Background: an optimization exercise with open tools, aiming at small area and a short achievable clock period. Do not read the settings as production practice.
In this exercise RTL edits were held to simulation tests only and were not proved equivalent to the original.
Power is estimated from default activity; no workload was simulated.

==> v31 <==
==> flow/design.v <==
module rf_bit_next (
    input  logic en,
    input  logic en_n,
    input  logic d,
    input  logic q,
    output logic nq
);
    assign nq = (en & d) | (en_n & q);
endmodule
module rf_o211a (
    input  logic lo_n, hi_n, lo, hi,
    output logic y
);
    assign y = (lo_n | hi_n) & lo & hi;
endmodule
module rf_nand4 (
    input  logic a, b, c, d,
    output logic y
);
    assign y = !(a & b & c & d);
endmodule
module rf_nand3 (
    input  logic a, b, c,
    output logic y
);
    assign y = !(a & b & c);
endmodule
module rf_read_grp8 (
    input  logic [7:0] sel,
    input  logic [7:0] d,
    output logic       y_n
);
    assign y_n = !(|(sel & d));
endmodule
module rf_read_bit (
    input  logic [31:0] sel,
    input  logic [31:0] d,
    output logic        y
);
    logic [3:0] u_n;
    for (genvar k = 0; k < 4; k++) begin : g_grp
        rf_read_grp8 u_g (.sel(sel[8*k +: 8]), .d(d[8*k +: 8]), .y_n(u_n[k]));
    end
    rf_nand4 u_y (.a(u_n[0]), .b(u_n[1]), .c(u_n[2]), .d(u_n[3]), .y(y));
endmodule
module rf_read_dec (
    input  logic [4:0]  a,
    input  logic [4:0]  wa,
    input  logic        rst_n,
    input  logic        wr,
    output logic [31:0] sel
);
    logic [7:0] lo, wlo_n;
    logic [3:0] hi, whi_n;
    logic [4:0] a_n, wa_n;
    assign a_n  = ~a;
    assign wa_n = ~wa;
    for (genvar j = 0; j < 8; j++) begin : g_wlo
        rf_nand3 u_wlo (
            .a(((j / 4) % 2) == 1 ? wa[2] : wa_n[2]),
            .b(((j / 2) % 2) == 1 ? wa[1] : wa_n[1]),
            .c((j % 2) == 1 ? wa[0] : wa_n[0]),
            .y(wlo_n[j])
        );
    end
    for (genvar k = 0; k < 4; k++) begin : g_whi
        rf_nand4 u_whi (
            .a(rst_n),
            .b(wr),
            .c((k / 2) == 1 ? wa[4] : wa_n[4]),
            .d((k % 2) == 1 ? wa[3] : wa_n[3]),
            .y(whi_n[k])
        );
    end
    always_comb begin
        for (int j = 0; j < 8; j++) lo[j] = (a[2:0] == 3'(j));
        for (int k = 0; k < 4; k++) hi[k] = (a[4:3] == 2'(k));
    end
    assign sel[0] = rst_n && wr && (wa == a) && (a != 5'd0);
    for (genvar i = 1; i < 32; i++) begin : g_sel
        rf_o211a u_sel (
            .lo_n(wlo_n[i % 8]),
            .hi_n(whi_n[i / 8]),
            .lo  (lo[i % 8]),
            .hi  (hi[i / 8]),
            .y   (sel[i])
        );
    end
endmodule
module reg_file #(
    parameter int DATA_W = 32,
    parameter int ADDR_W = 5
) (
    input  logic              clk,
    input  logic              rst_n,
    input  logic              RegWrite,
    input  logic [ADDR_W-1:0] WriteReg,
    input  logic [DATA_W-1:0] WriteData,
    input  logic [ADDR_W-1:0] ReadReg1,
    input  logic [ADDR_W-1:0] ReadReg2,
    output logic [DATA_W-1:0] ReadData1,
    output logic [DATA_W-1:0] ReadData2,
    input  logic [ADDR_W-1:0] DbgReg,
    output logic [DATA_W-1:0] DbgData
);
    localparam int DEPTH = 2 ** ADDR_W;
    logic [DEPTH-1:1][DATA_W-1:0] regs;
    logic [DEPTH-1:1][DATA_W-1:0] regs_nxt;
    logic [DEPTH-1:1]             wen;      
    logic [DEPTH-1:1]             wen_n;
    logic [DATA_W-1:0]            wdata;    
    always_comb begin
        for (int i = 1; i < DEPTH; i++) begin
            wen[i]   = !rst_n || (RegWrite && (WriteReg == ADDR_W'(i)));
            wen_n[i] = !wen[i];
        end
        wdata = rst_n ? WriteData : '0;
    end
    for (genvar i = 1; i < DEPTH; i++) begin : g_reg
        for (genvar b = 0; b < DATA_W; b++) begin : g_bit
            rf_bit_next u_nxt (
                .en  (wen[i]),
                .en_n(wen_n[i]),
                .d   (wdata[b]),
                .q   (regs[i][b]),
                .nq  (regs_nxt[i][b])
            );
        end
    end
    always_ff @(posedge clk) begin
        regs <= regs_nxt;
    end
    logic [2:0][ADDR_W-1:0] raddr;
    logic [2:0][DATA_W-1:0] rdata;
    assign raddr = {DbgReg, ReadReg2, ReadReg1};
    for (genvar p = 0; p < 3; p++) begin : g_port
        for (genvar h = 0; h < 2; h++) begin : g_half
            logic [DEPTH-1:0] rsel;
            rf_read_dec u_dec (
                .a    (raddr[p]),
                .wa   (WriteReg),
                .rst_n(rst_n),
                .wr   (RegWrite),
                .sel  (rsel)
            );
            for (genvar b = 16 * h; b < 16 * h + 16; b++) begin : g_bit
                logic [DEPTH-1:0] col;
                assign col[0] = WriteData[b];
                for (genvar i = 1; i < DEPTH; i++) begin : g_col
                    assign col[i] = regs[i][b];
                end
                rf_read_bit u_rd (
                    .sel(rsel),
                    .d  (col),
                    .y  (rdata[p][b])
                );
            end
        end
    end
    assign ReadData1 = rdata[0];
    assign ReadData2 = rdata[1];
    assign DbgData   = rdata[2];
endmodule
==> flow/flow/run.sh <==
#!/bin/bash
# Own layout flow: the standard synthesis unchanged, then the standard ORFS layout with
# a few placement/optimisation options changed:
#  - cell-footprint matching off, so repair may swap e.g. a delay buffer for a plain buffer;
#  - port buffers are plain buffers (sky130_fd_sc_hd__buf_2) instead of the default pick;
#  - clock tree synthesis without dummy loads.
# Each step's output goes to a log file of its own here; ORFS's own per-step logs are
# under orfs/logs/.
set -uo pipefail
bash standard.sh synth > synth.log 2>&1 || exit 1
bash standard.sh \
    MATCH_CELL_FOOTPRINT=0 \
    "BUFFER_PORTS_ARGS=-buffer_cell sky130_fd_sc_hd__buf_2" \
    "CTS_ARGS=-sink_clustering_enable -repair_clock_nets -dont_use_dummy_load -sink_clustering_size 20 -sink_clustering_max_diameter 70" \
    finish > layout.log 2>&1 || exit 1
==> flow/standard.sh <==
#!/bin/bash
# synth_recipe.tcl (not shown) runs the flow's synth.tcl, then flattens the netlist and writes it again
# the make line also repeats each setting of config.mk as NAME=value (left out here)
make -C /OpenROAD-flow-scripts/flow DESIGN_CONFIG=/design/flow/config.mk WORK_HOME=/design/flow/orfs CLKGATE_MAP_FILE= SYNTH_SCRIPT=/design/flow/synth_recipe.tcl "${@:-finish}"
==> flow/config.mk <==
export PLATFORM = sky130hd
export DESIGN_NAME = reg_file
export DESIGN_NICKNAME = reg_file
export VERILOG_FILES = /design/flow/design.v
export SDC_FILE = /design/flow/constraint.sdc
export NUM_CORES = 4
export LEC_CHECK = 0
export CAP_MARGIN = 20
export CORE_MARGIN = 2
export CORE_UTILIZATION = 40
export PLACE_DENSITY = 0.5
export SETUP_SLACK_MARGIN = 1.5
export SLEW_MARGIN = 20
export SYNTH_HIERARCHICAL = 1
==> flow/constraint.sdc <==
create_clock -name core_clock -period 6.5 [get_ports {clk}]
set_input_delay 1.3000 -clock core_clock [delete_from_list [all_inputs] [get_ports {clk}]]
set_output_delay 1.3000 -clock core_clock [all_outputs]
set_load 0.01 [all_outputs]
==> v20: changes against v31 <==
==> flow/design.v, changed modules only <==
module reg_file #(
    parameter int DATA_W = 32,
    parameter int ADDR_W = 5
) (
    input  logic              clk,
    input  logic              rst_n,
    input  logic              RegWrite,
    input  logic [ADDR_W-1:0] WriteReg,
    input  logic [DATA_W-1:0] WriteData,
    input  logic [ADDR_W-1:0] ReadReg1,
    input  logic [ADDR_W-1:0] ReadReg2,
    output logic [DATA_W-1:0] ReadData1,
    output logic [DATA_W-1:0] ReadData2,
    input  logic [ADDR_W-1:0] DbgReg,
    output logic [DATA_W-1:0] DbgData
);
    localparam int DEPTH = 2 ** ADDR_W;
    logic [DEPTH-1:0][DATA_W-1:0] regs;
    logic [DATA_W-1:0] arr1, arr2, arr_dbg;
    always_ff @(posedge clk) begin
        if (!rst_n) begin
            for (int i = 0; i < DEPTH; i++) begin
                regs[i] <= '0;
            end
        end else if (RegWrite && (WriteReg != '0)) begin
            regs[WriteReg] <= WriteData;
        end
    end
    always_comb begin
        arr1    = (ReadReg1 == '0) ? '0 : regs[ReadReg1];
        arr2    = (ReadReg2 == '0) ? '0 : regs[ReadReg2];
        arr_dbg = (DbgReg   == '0) ? '0 : regs[DbgReg];
    end
    logic wr_live;
    always_comb begin
        wr_live   = rst_n && RegWrite && (WriteReg != '0);
        ReadData1 = (wr_live && (WriteReg == ReadReg1)) ? WriteData : arr1;
        ReadData2 = (wr_live && (WriteReg == ReadReg2)) ? WriteData : arr2;
        DbgData   = (wr_live && (WriteReg == DbgReg))   ? WriteData : arr_dbg;
    end
endmodule
// module rf_bit_next removed
// module rf_o211a removed
// module rf_nand4 removed
// module rf_nand3 removed
// module rf_read_grp8 removed
// module rf_read_bit removed
// module rf_read_dec removed
==> flow/run.sh (new file) <==
#!/bin/bash
# synth_recipe.tcl (not shown) runs the flow's synth.tcl, then flattens the netlist and writes it again
# the make line also repeats each setting of config.mk as NAME=value (left out here)
make -C /OpenROAD-flow-scripts/flow DESIGN_CONFIG=/design/flow/config.mk WORK_HOME=/design/flow/orfs CLKGATE_MAP_FILE= SYNTH_SCRIPT=/design/flow/synth_recipe.tcl finish
CORE_UTILIZATION = 55   (was 40)
PLACE_DENSITY = not set   (was 0.5)
SETUP_SLACK_MARGIN = not set   (was 1.5)
SYNTH_HIERARCHICAL = not set   (was 1)
removed: flow/flow/run.sh
removed: flow/standard.sh
==> notes <==
v20 ran to the end with no violations. v31 produced a clean layout.
Global-route usage: v31 is lower than v20 (5.4 points).
In clock skew, v31 and v20 do not differ.
In v31 the sequential cell count is lower than in v20, by 32.
In v20 the clock power is higher than in v31, by about 54%.
Setup slack: v31 is higher than v20 (1.1 ns).
Between v20 and v31, the lower count of clock-buffer cells in the layout is in v31 (gap 93).
Between v31 and v20, the lower synthesized area is in v31 (gap 25%, measured against v20).
Cell area: v31 is smaller than v20 (22%).

[re-timing with driven ports]
In the flow no input, the clock included, has a driving cell. The finished layouts below were timed again as built, in two steps. Step 1, drivers: a clkbuf_16 drives clk and a buf_2 each remaining input, both assumed. Step 2 adds t to the input delays and takes it off the output delays; t is the mean of the earliest and latest rising clock arrival at the registers after step 1. Input paths then give back, and output paths get back, about the clock's delay inside the block. Slacks: no drivers / after step 1 / after step 2; pairs: no drivers / after step 1.
run	t (ns)	slack for setup (ns)	clock arrival spread, ns
v31	0.765	1.342 / 1.302 / 1.302	0.102 / 0.102
v20	0.837	0.275 / 0.248 / 0.248	0.020 / 0.021
After both steps setup and hold are still met in every run listed. The setup slack of v31, which loses most, moves by -0.040 ns with the drivers and by -0.040 ns with both steps.
